Background: an optimization exercise with open tools, aiming at small area, a short achievable clock period and few clock cycles per item. Do not read the settings as production practice. RTL that was checked went through simulation tests only; none was proved equivalent to the original. Power figures rest on the tool's default switching activity, not on a simulated workload.

## old
==> flow/design.v <==
module nn_frame_classifier #(
    parameter  int ROW_BITS    = 7,
    parameter  int NUM_ROWS    = 28,
    parameter  int NUM_CLASSES = 10,
    parameter  int CLASS_W     = 4,
    parameter  int FCNT_W      = 8,
    localparam int IMG_BITS    = ROW_BITS * NUM_ROWS,
    localparam int SCORE_W     = $clog2(IMG_BITS + 1)
) (
    input  logic                            clk,
    input  logic                            rst,
    input  logic [ROW_BITS-1:0]             row_in,
    input  logic                            row_valid,
    output logic                            row_ready,
    input  logic                            frame_abort,
    input  logic [NUM_CLASSES*IMG_BITS-1:0] templates,
    output logic                            result_valid,
    input  logic                            result_ack,
    output logic [CLASS_W-1:0]              class_out,
    output logic [SCORE_W-1:0]              class_score,
    output logic                            busy,
    output logic [FCNT_W-1:0]               frame_count
);
    localparam int RC_W = (NUM_ROWS > 1) ? $clog2(NUM_ROWS) : 1;
    localparam logic [RC_W-1:0] LAST_ROW = RC_W'(NUM_ROWS - 1);
    localparam int POP_W = $clog2(ROW_BITS + 1);
    logic                loading;    
    logic                fin;        
    logic                hold;       
    logic [RC_W-1:0]     row_cnt;
    logic                pv;         
    logic                pfirst;     
    logic [POP_W-1:0]    pop [NUM_CLASSES];
    logic [SCORE_W-1:0]  acc [NUM_CLASSES];
    logic                row_accept;
    assign row_ready    = loading && !rst;
    assign result_valid = hold;
    assign busy         = !(row_ready || result_valid);
    assign row_accept = loading && row_valid && !frame_abort && !rst;
    logic [NUM_ROWS-1:0] row_oh;
    always_comb begin
        for (int r = 0; r < NUM_ROWS; r++) row_oh[r] = (row_cnt == RC_W'(r));
    end
    logic [NUM_ROWS-1:0] tcol [NUM_CLASSES][ROW_BITS];
    always_comb begin
        for (int c = 0; c < NUM_CLASSES; c++) begin
            for (int i = 0; i < ROW_BITS; i++) begin
                for (int r = 0; r < NUM_ROWS; r++) begin
                    tcol[c][i][r] = templates[c*IMG_BITS + r*ROW_BITS + i];
                end
            end
        end
    end
    logic [ROW_BITS-1:0] tpl_row [NUM_CLASSES];
    logic [ROW_BITS-1:0] match   [NUM_CLASSES];
    logic [POP_W-1:0]    pop_d   [NUM_CLASSES];
    always_comb begin
        for (int c = 0; c < NUM_CLASSES; c++) begin
            for (int i = 0; i < ROW_BITS; i++) begin
                tpl_row[c][i] = |(tcol[c][i] & row_oh);
            end
            match[c] = ~(row_in ^ tpl_row[c]);
            pop_d[c] = '0;
            for (int i = 0; i < ROW_BITS; i++) begin
                pop_d[c] = pop_d[c] + POP_W'(match[c][i]);
            end
        end
    end
    logic [SCORE_W-1:0] score [NUM_CLASSES];
    always_comb begin
        for (int c = 0; c < NUM_CLASSES; c++) begin
            score[c] = (pfirst ? SCORE_W'(0) : acc[c]) + SCORE_W'(pop[c]);
        end
    end
    always_ff @(posedge clk) begin
        for (int c = 0; c < NUM_CLASSES; c++) begin
            pop[c] <= pop_d[c];
        end
        if (pv) begin
            for (int c = 0; c < NUM_CLASSES; c++) begin
                acc[c] <= score[c];
            end
        end
    end
    always_ff @(posedge clk) begin
        if (rst) begin
            pv     <= 1'b0;
            pfirst <= 1'b0;
        end else begin
            pv     <= row_accept;
            pfirst <= (row_cnt == '0);
        end
    end
    always_ff @(posedge clk) begin
        if (rst) begin
            loading     <= 1'b1;
            fin         <= 1'b0;
            hold        <= 1'b0;
            row_cnt     <= '0;
            frame_count <= '0;
        end else if (frame_abort) begin
            loading <= 1'b1;
            fin     <= 1'b0;
            hold    <= 1'b0;
            row_cnt <= '0;
        end else if (loading) begin
            if (row_valid) begin
                if (row_cnt == LAST_ROW) begin
                    row_cnt <= '0;
                    loading <= 1'b0;
                    fin     <= 1'b1;
                end else begin
                    row_cnt <= row_cnt + RC_W'(1);
                end
            end
        end else if (fin) begin
            fin  <= 1'b0;
            hold <= 1'b1;
        end else if (hold && result_ack) begin
            hold        <= 1'b0;
            loading     <= 1'b1;
            frame_count <= frame_count + FCNT_W'(1);
        end
    end
    function automatic logic ge_f(input logic [SCORE_W-1:0] a, input logic [SCORE_W-1:0] b);
        logic r;
        r = 1'b1;
        for (int k = 0; k < SCORE_W; k++) begin
            r = (a[k] & ~b[k]) | (a[k] & r) | (~b[k] & r);
        end
        ge_f = r;
    endfunction
    logic                   ge [NUM_CLASSES][NUM_CLASSES];
    logic [NUM_CLASSES-1:0] win;
    logic [CLASS_W-1:0]     win_cls;
    logic [SCORE_W-1:0]     win_score;
    always_comb begin
        for (int a = 0; a < NUM_CLASSES; a++) begin
            for (int b = 0; b < NUM_CLASSES; b++) begin
                ge[a][b] = ge_f(score[a], score[b]);
            end
        end
        for (int c = 0; c < NUM_CLASSES; c++) begin
            win[c] = 1'b1;
            for (int j = 0; j < NUM_CLASSES; j++) begin
                if (j < c) win[c] = win[c] & !ge[j][c];
                if (j > c) win[c] = win[c] & ge[c][j];
            end
        end
        win_cls   = '0;
        win_score = '0;
        for (int c = 0; c < NUM_CLASSES; c++) begin
            win_cls   = win_cls   | (win[c] ? CLASS_W'(c) : '0);
            win_score = win_score | (win[c] ? score[c]    : '0);
        end
    end
    always_ff @(posedge clk) begin
        if (fin) begin
            class_out   <= win_cls;
            class_score <= win_score;
        end
    end
endmodule
==> flow/config.mk <==
export PLATFORM = sky130hd
export DESIGN_NAME = nn_frame_classifier
export DESIGN_NICKNAME = nn_frame_classifier
export VERILOG_FILES = /design/flow/design.v
export SDC_FILE = /design/flow/constraint.sdc
export NUM_CORES = 4
export LEC_CHECK = 0
export CAP_MARGIN = 20
export CORE_AREA = 10 10 540 540
export DIE_AREA = 0 0 550 550
export SLEW_MARGIN = 20
==> flow/constraint.sdc <==
create_clock -name core_clock -period 14.0 [get_ports {clk}]
set_input_delay 2.8000 -clock core_clock [delete_from_list [all_inputs] [get_ports {clk}]]
set_output_delay 2.8000 -clock core_clock [all_outputs]
set_load 0.01 [all_outputs]
standard.sh (not shown) runs the stock make flow with config.mk's settings and CLKGATE_MAP_FILE= SYNTH_SCRIPT=/design/flow/synth_recipe.tcl, a recipe that flattens the netlist after the stock synthesis.
==> flow/flow/run.sh <==
#!/bin/bash
# Standard layout, with the smallest buffer on every port, pins one track
# apart on a smaller die, and timing repair aimed at a setup slack well above
# what the 14 ns clock needs, so that the achieved period shrinks. The clock
# and constraints are unchanged.
set -e
export BUFFER_PORTS_ARGS="-buffer_cell sky130_fd_sc_hd__buf_1"
export PLACE_PINS_ARGS="-min_distance 1 -min_distance_in_tracks"
bash standard.sh SETUP_SLACK_MARGIN=8.5 finish > standard.log 2>&1
Input changes introduced in new (baseline for comparison: old):
--- a/flow/design.v
+++ b/flow/design.v
@@ -129,30 +129,42 @@
             r = (a[k] & ~b[k]) | (a[k] & r) | (~b[k] & r);
         end
         ge_f = r;
     endfunction
-    logic                   ge [NUM_CLASSES][NUM_CLASSES];
-    logic [NUM_CLASSES-1:0] win;
+    localparam int NUM_GRP = (NUM_CLASSES + 1) / 2;
+    logic [SCORE_W-1:0]     g_score [NUM_GRP];
+    logic [CLASS_W-1:0]     g_cls   [NUM_GRP];
+    logic                   ge [NUM_GRP][NUM_GRP];
+    logic [NUM_GRP-1:0]     win;
     logic [CLASS_W-1:0]     win_cls;
     logic [SCORE_W-1:0]     win_score;
     always_comb begin
-        for (int a = 0; a < NUM_CLASSES; a++) begin
-            for (int b = 0; b < NUM_CLASSES; b++) begin
-                ge[a][b] = ge_f(score[a], score[b]);
+        for (int g = 0; g < NUM_GRP; g++) begin
+            if (2*g + 1 < NUM_CLASSES && !ge_f(score[2*g], score[2*g+1])) begin
+                g_score[g] = score[2*g+1];
+                g_cls[g]   = CLASS_W'(2*g + 1);
+            end else begin
+                g_score[g] = score[2*g];
+                g_cls[g]   = CLASS_W'(2*g);
             end
         end
-        for (int c = 0; c < NUM_CLASSES; c++) begin
+        for (int a = 0; a < NUM_GRP; a++) begin
+            for (int b = 0; b < NUM_GRP; b++) begin
+                ge[a][b] = ge_f(g_score[a], g_score[b]);
+            end
+        end
+        for (int c = 0; c < NUM_GRP; c++) begin
             win[c] = 1'b1;
-            for (int j = 0; j < NUM_CLASSES; j++) begin
+            for (int j = 0; j < NUM_GRP; j++) begin
                 if (j < c) win[c] = win[c] & !ge[j][c];
                 if (j > c) win[c] = win[c] & ge[c][j];
             end
         end
         win_cls   = '0;
         win_score = '0;
-        for (int c = 0; c < NUM_CLASSES; c++) begin
-            win_cls   = win_cls   | (win[c] ? CLASS_W'(c) : '0);
-            win_score = win_score | (win[c] ? score[c]    : '0);
+        for (int c = 0; c < NUM_GRP; c++) begin
+            win_cls   = win_cls   | (win[c] ? g_cls[c]   : '0);
+            win_score = win_score | (win[c] ? g_score[c] : '0);
         end
     end
     always_ff @(posedge clk) begin
         if (fin) begin
==> notes.md <==
new ended with every stage complete and zero timing, DRC or antenna violations. Placed wire-length estimate after detailed placement delta for new relative to old: 10% lower. In the metrics for old and new, the one carrying the lower part of the cycle the worst path needs is new. new vs. old: non-clock buffer area fraction after layout now sits higher; total power now sits lower. Looking only at worst setup slack, and setting everything else aside, the higher value of old and new goes to new. Per the comparison of new with old, synthesized area down 12%, met2 routing resource usage after global routing down 2.4 points, final instance area down about 5%, non-clock buffer count flat.
Testbench counts of new, summed over its fixed seeds: cycles 9,600, items 320.
Function not checked in old: the RTL went through the layout flow alone.

==> static timing again, ports no longer ideal <==
How much do the figures lean on ideal ports? The routed layouts below were timed once more, with nothing changed but the port constraints.
Step 1, drivers: a clkbuf_16 drives clk and a buf_2 each remaining input, both assumed.
Step 2 times the ports against the registers' clock, not the clock port: input delays grow and output delays shrink by t, the midpoint of the rising clock arrivals with the driver on.
Three values: no drivers, after step 1, after step 2; two values: the first two.
run | t, ns | setup WS [ns] | worst setup path at the end | worst register clock-pin slew, ns | worst slew at a driven data input, ns
old | 0.587 | 7.870 / 7.884 / 7.347 | input to register | 0.08 / 0.08 | 0.56
new | 0.526 | 7.896 / 7.892 / 7.366 | input to register | 0.08 / 0.08 | 0.42
After both steps setup and hold are still met in every run listed. For new, which loses most, drivers alone change the setup slack by -0.004 ns; drivers and shift together by -0.530 ns.
